Context: an optimization exercise on an open-source flow, tuned for small area. The choices shown serve that exercise and are no tape-out recipe. Where RTL was checked, it was by simulation tests only, not by an equivalence proof against the original. The flow treats the clock pin as an ideal source, which a real chip does not have. Power figures rest on the tool's default switching activity, not on a simulated workload.

Setup of job 101:
==> module led_fade_pwm_ctrl, before the edit <==
module led_fade_pwm_ctrl #(
  parameter int          NUM_LEDS         = 26,
  parameter int          PWM_BITS         = 8,
  parameter logic [31:0] FADE_DIV_DEFAULT = 32'd65535,
  parameter int          ADDR_W           = 5
) (
  input  logic                clk_clk,
  input  logic                rst_reset,
  input  logic [ADDR_W-1:0]   avalon_slave_address,
  input  logic                avalon_slave_write,
  input  logic [31:0]         avalon_slave_writedata,
  input  logic                avalon_slave_read,
  output logic [31:0]         avalon_slave_readdata,
  output logic [NUM_LEDS-1:0] leds
);
  logic                init;      
  logic                en;
  logic                mode;
  logic [31:0]         fade_div;
  logic [31:0]         presc;
  logic [PWM_BITS-1:0] pwm_cnt;
  logic [PWM_BITS-1:0] duty   [NUM_LEDS];
  logic [NUM_LEDS-1:0] dval;      
  logic [PWM_BITS-1:0] fade   [NUM_LEDS];
  logic [NUM_LEDS-1:0] act;       
  logic wr_ctrl, wr_trig, wr_fdiv, tick;
  logic [NUM_LEDS-1:0] duty_sel;
  logic [NUM_LEDS-1:0] led_next;
  logic [31:0]         rd_val;
  assign wr_ctrl = avalon_slave_write && (avalon_slave_address == 5'd0);
  assign wr_trig = avalon_slave_write && (avalon_slave_address == 5'd1);
  assign wr_fdiv = avalon_slave_write && (avalon_slave_address == 5'd2);
  assign tick    = (init || presc == 32'd0) && !wr_fdiv;
  always_comb
    for (int i = 0; i < NUM_LEDS; i++)
      duty_sel[i] = (avalon_slave_address == 5'(i + 4));
  always_comb
    for (int i = 0; i < NUM_LEDS; i++) begin
      logic [PWM_BITS-1:0] l;
      logic c;
      l = mode ? duty[i] : fade[i];
      c = 1'b0;
      for (int k = 0; k < PWM_BITS; k++)
        c = (l[k] & ~pwm_cnt[k]) | (c & (l[k] | ~pwm_cnt[k]));
      led_next[i] = en && !init && c && (mode ? dval[i] : act[i]);
    end
  always_comb begin
    rd_val = '0;
    case (avalon_slave_address)
      5'd0: rd_val[1:0] = {mode, en};
      5'd2: rd_val = fade_div;
      5'd3: rd_val[NUM_LEDS-1:0] = init ? '0 : act;
      default: ;
    endcase
    for (int i = 0; i < NUM_LEDS; i++)
      if (duty_sel[i] && dval[i] && !init) rd_val[PWM_BITS-1:0] = duty[i];
  end
  always_ff @(posedge clk_clk or posedge rst_reset) begin
    if (rst_reset) begin
      en       <= 1'b1;
      mode     <= 1'b0;
      fade_div <= FADE_DIV_DEFAULT;
      pwm_cnt  <= '0;
    end else begin
      pwm_cnt <= pwm_cnt + PWM_BITS'(1);
      if (wr_ctrl) begin
        en   <= avalon_slave_writedata[0];
        mode <= avalon_slave_writedata[1];
      end
      if (wr_fdiv) fade_div <= avalon_slave_writedata;
    end
  end
  always_ff @(posedge clk_clk or posedge rst_reset)
    if (rst_reset) init <= 1'b1;
    else           init <= 1'b0;
  always_ff @(posedge clk_clk) begin
    if (wr_fdiv)   presc <= avalon_slave_writedata;
    else if (tick) presc <= fade_div;
    else           presc <= presc - 32'd1;
  end
  always_ff @(posedge clk_clk)
    for (int i = 0; i < NUM_LEDS; i++) begin
      dval[i] <= (avalon_slave_write && duty_sel[i]) || (dval[i] && !init);
      act[i]  <= (wr_trig && avalon_slave_writedata[i]) ||
                 (act[i] && !init && !(tick && fade[i] == 8'd1));
    end
  logic [PWM_BITS-1:0] fade_nx [NUM_LEDS];
  always_comb
    for (int i = 0; i < NUM_LEDS; i++) begin
      logic lo;
      lo = 1'b0;
      for (int k = 0; k < PWM_BITS; k++) begin
        fade_nx[i][k] = (wr_trig && avalon_slave_writedata[i]) |
                        (fade[i][k] ^ (tick & ~lo));
        lo = lo | fade[i][k];
      end
    end
  always_ff @(posedge clk_clk) begin
    for (int i = 0; i < NUM_LEDS; i++) begin
      if (avalon_slave_write && duty_sel[i])
        duty[i] <= avalon_slave_writedata[PWM_BITS-1:0];
      fade[i] <= fade_nx[i];
    end
  end
  always_ff @(posedge clk_clk or posedge rst_reset) begin
    if (rst_reset) begin
      leds                  <= '0;
      avalon_slave_readdata <= '0;
    end else begin
      leds <= led_next;
      if (avalon_slave_read) avalon_slave_readdata <= rd_val;
    end
  end
endmodule
Settings: LEC_CHECK=0, CAP_MARGIN=20, CORE_MARGIN=2, CORE_UTILIZATION=60, SLEW_MARGIN=20; clock period 8.0 ns.
standard.sh (not shown) runs the stock make flow with config.mk's settings and CLKGATE_MAP_FILE= SYNTH_SCRIPT=/design/flow/synth_recipe.tcl, a recipe that flattens the netlist after the stock synthesis.
==> flow/flow/run.sh <==
#!/bin/bash
# The standard layout (the standard.sh, standard synthesis unchanged) with:
#  - port buffers of the smallest buffer cell,
#  - CTS without dummy loads, small leaf buffers in clusters of up to 14,
#  - after CTS, flow/clkfix.tcl sizes the clock tree for the clock-pin slew limit.
set -e
HERE=$(pwd)
export BUFFER_PORTS_ARGS="-buffer_cell sky130_fd_sc_hd__buf_1"
export CTS_ARGS="-sink_clustering_enable -repair_clock_nets -dont_use_dummy_load -buf_list sky130_fd_sc_hd__clkbuf_4 -sink_clustering_size 14 -sink_clustering_max_diameter 50"
export POST_CTS_TCL="$HERE/flow/clkfix.tcl"
bash standard.sh > standard.log 2>&1
Other scripts of this flow, unchanged in this note and not shown: flow/flow/clkfix.tcl
Looking at the reports, job 101 completed the entire flow and the layout it produced met the timing, DRC and antenna checks.
Changes in job 102 relative to job 101:
==> flow/design.v <==
module led_fade_pwm_ctrl #(
  parameter int          NUM_LEDS         = 26,
  parameter int          PWM_BITS         = 8,
  parameter logic [31:0] FADE_DIV_DEFAULT = 32'd65535,
  parameter int          ADDR_W           = 5
) (
  input  logic                clk_clk,
  input  logic                rst_reset,
  input  logic [ADDR_W-1:0]   avalon_slave_address,
  input  logic                avalon_slave_write,
  input  logic [31:0]         avalon_slave_writedata,
  input  logic                avalon_slave_read,
  output logic [31:0]         avalon_slave_readdata,
  output logic [NUM_LEDS-1:0] leds
);
  logic                en;
  logic                mode;
  logic [31:0]         fade_div;
  logic [31:0]         presc;
  logic [PWM_BITS-1:0] pwm_cnt;
  logic [PWM_BITS-1:0] duty   [NUM_LEDS];
  logic [NUM_LEDS-1:0] dval;      
  logic [PWM_BITS-1:0] fade   [NUM_LEDS];
  logic [NUM_LEDS-1:0] act;       
  logic wr_ctrl, wr_trig, wr_fdiv, tick;
  logic [NUM_LEDS-1:0] duty_sel;
  logic [NUM_LEDS-1:0] led_next;
  logic [31:0]         rd_val;
  assign wr_ctrl = avalon_slave_write && (avalon_slave_address == 5'd0);
  assign wr_trig = avalon_slave_write && (avalon_slave_address == 5'd1);
  assign wr_fdiv = avalon_slave_write && (avalon_slave_address == 5'd2);
  assign tick    = (presc == 32'd0) && !wr_fdiv;
  always_comb
    for (int i = 0; i < NUM_LEDS; i++)
      duty_sel[i] = (avalon_slave_address == 5'(i + 4));
  always_comb
    for (int i = 0; i < NUM_LEDS; i++) begin
      logic [PWM_BITS-1:0] l;
      logic c;
      l = mode ? duty[i] : fade[i];
      c = 1'b0;
      for (int k = 0; k < PWM_BITS; k++)
        c = (l[k] & ~pwm_cnt[k]) | (c & (l[k] | ~pwm_cnt[k]));
      led_next[i] = en && c && (mode ? dval[i] : act[i]);
    end
  always_comb begin
    rd_val = '0;
    case (avalon_slave_address)
      5'd0: rd_val[1:0] = {mode, en};
      5'd2: rd_val = fade_div;
      5'd3: rd_val[NUM_LEDS-1:0] = act;
      default: ;
    endcase
    for (int i = 0; i < NUM_LEDS; i++)
      if (duty_sel[i] && dval[i]) rd_val[PWM_BITS-1:0] = duty[i];
  end
  always_ff @(posedge clk_clk or posedge rst_reset) begin
    if (rst_reset) begin
      en       <= 1'b1;
      mode     <= 1'b0;
      fade_div <= FADE_DIV_DEFAULT;
      presc    <= '0;
      pwm_cnt  <= '0;
    end else begin
      pwm_cnt <= pwm_cnt + PWM_BITS'(1);
      if (wr_ctrl) begin
        en   <= avalon_slave_writedata[0];
        mode <= avalon_slave_writedata[1];
      end
      if (wr_fdiv) begin
        fade_div <= avalon_slave_writedata;
        presc    <= avalon_slave_writedata;
      end else if (tick) begin
        presc <= fade_div;
      end else begin
        presc <= presc - 32'd1;
      end
    end
  end
  always_ff @(posedge clk_clk or posedge rst_reset) begin
    if (rst_reset) begin
      dval <= '0;
      act  <= '0;
    end else begin
      for (int i = 0; i < NUM_LEDS; i++) begin
        if (avalon_slave_write && duty_sel[i]) dval[i] <= 1'b1;
        if (wr_trig && avalon_slave_writedata[i]) act[i] <= 1'b1;
        else if (tick && fade[i] == 8'd1) act[i] <= 1'b0;
      end
    end
  end
  logic [PWM_BITS-1:0] fade_nx [NUM_LEDS];
  always_comb
    for (int i = 0; i < NUM_LEDS; i++) begin
      logic lo;
      lo = 1'b0;
      for (int k = 0; k < PWM_BITS; k++) begin
        fade_nx[i][k] = (wr_trig && avalon_slave_writedata[i]) |
                        (fade[i][k] ^ (tick & ~lo));
        lo = lo | fade[i][k];
      end
    end
  always_ff @(posedge clk_clk) begin
    for (int i = 0; i < NUM_LEDS; i++) begin
      if (avalon_slave_write && duty_sel[i])
        duty[i] <= avalon_slave_writedata[PWM_BITS-1:0];
      fade[i] <= fade_nx[i];
    end
  end
  always_ff @(posedge clk_clk or posedge rst_reset) begin
    if (rst_reset) begin
      leds                  <= '0;
      avalon_slave_readdata <= '0;
    end else begin
      leds <= led_next;
      if (avalon_slave_read) avalon_slave_readdata <= rd_val;
    end
  end
endmodule
### Flow results
Job 101 ran to completion and came out clean on the timing, DRC and antenna checks.
Job 102 completed end to end with timing, DRC and antenna clean.
Flip-flop and latch count: job 102 vs job 101 — no meaningful difference
Job 102: data arrival time of the critical path is 160 ps higher than what job 101 reported.
| cell count | job 102 vs job 101 | about 6.5% lower |
Taking job 101 as the reference, in job 102 wire length now smaller; fraction of synthesized cell area in xor and xnor cells now smaller.
Diff job 101 and job 102: via count lower in job 102
Per the comparison of job 102 with job 101, distinct cell type count of the synthesized netlist lost 15%, wire length of the first global-routing pass now sits lower, switching part of the total power shows a reduction of 3.6 points.
Critical-path cell with the highest stage delay = sky130_fd_sc_hd__or4_1: job 102; critical-path cell with the highest stage delay = sky130_fd_sc_hd__nor2b_1: job 101
Comparing job 101 and job 102, the higher met2 track demand over resource in global routing was measured on job 101.
Only the layout flow was run in job 101; the RTL was not checked for function there.

## what the ideal ports hide
Ports are ideal in the flow. The routed layouts listed here were re-timed in OpenROAD.
Step 1 assumes that a clkbuf_16 drives the clock port and a buf_2 every other input.
Step 2 also shifts input and output timing later by t, the mid clock arrival at the registers, as if the neighbouring blocks saw the same clock.
a / b / c = ideal / step 1 / step 2; a / b = the first two.
| run | shift t [ns] | setup WS [ns] | worst data-port slew with drivers (ns) | pins driven straight from the clock port |
|---|---|---|---|---|
| job 101 | 0.742 | 3.134 / 3.153 / 2.411 | 0.08 | 1 |
| job 102 | 0.741 | 2.965 / 2.974 / 2.233 | 0.06 | 1 |
After both steps every run listed still meets setup and hold. For job 102, which loses most, drivers alone change the setup slack by +0.009 ns; drivers and shift together by -0.732 ns.
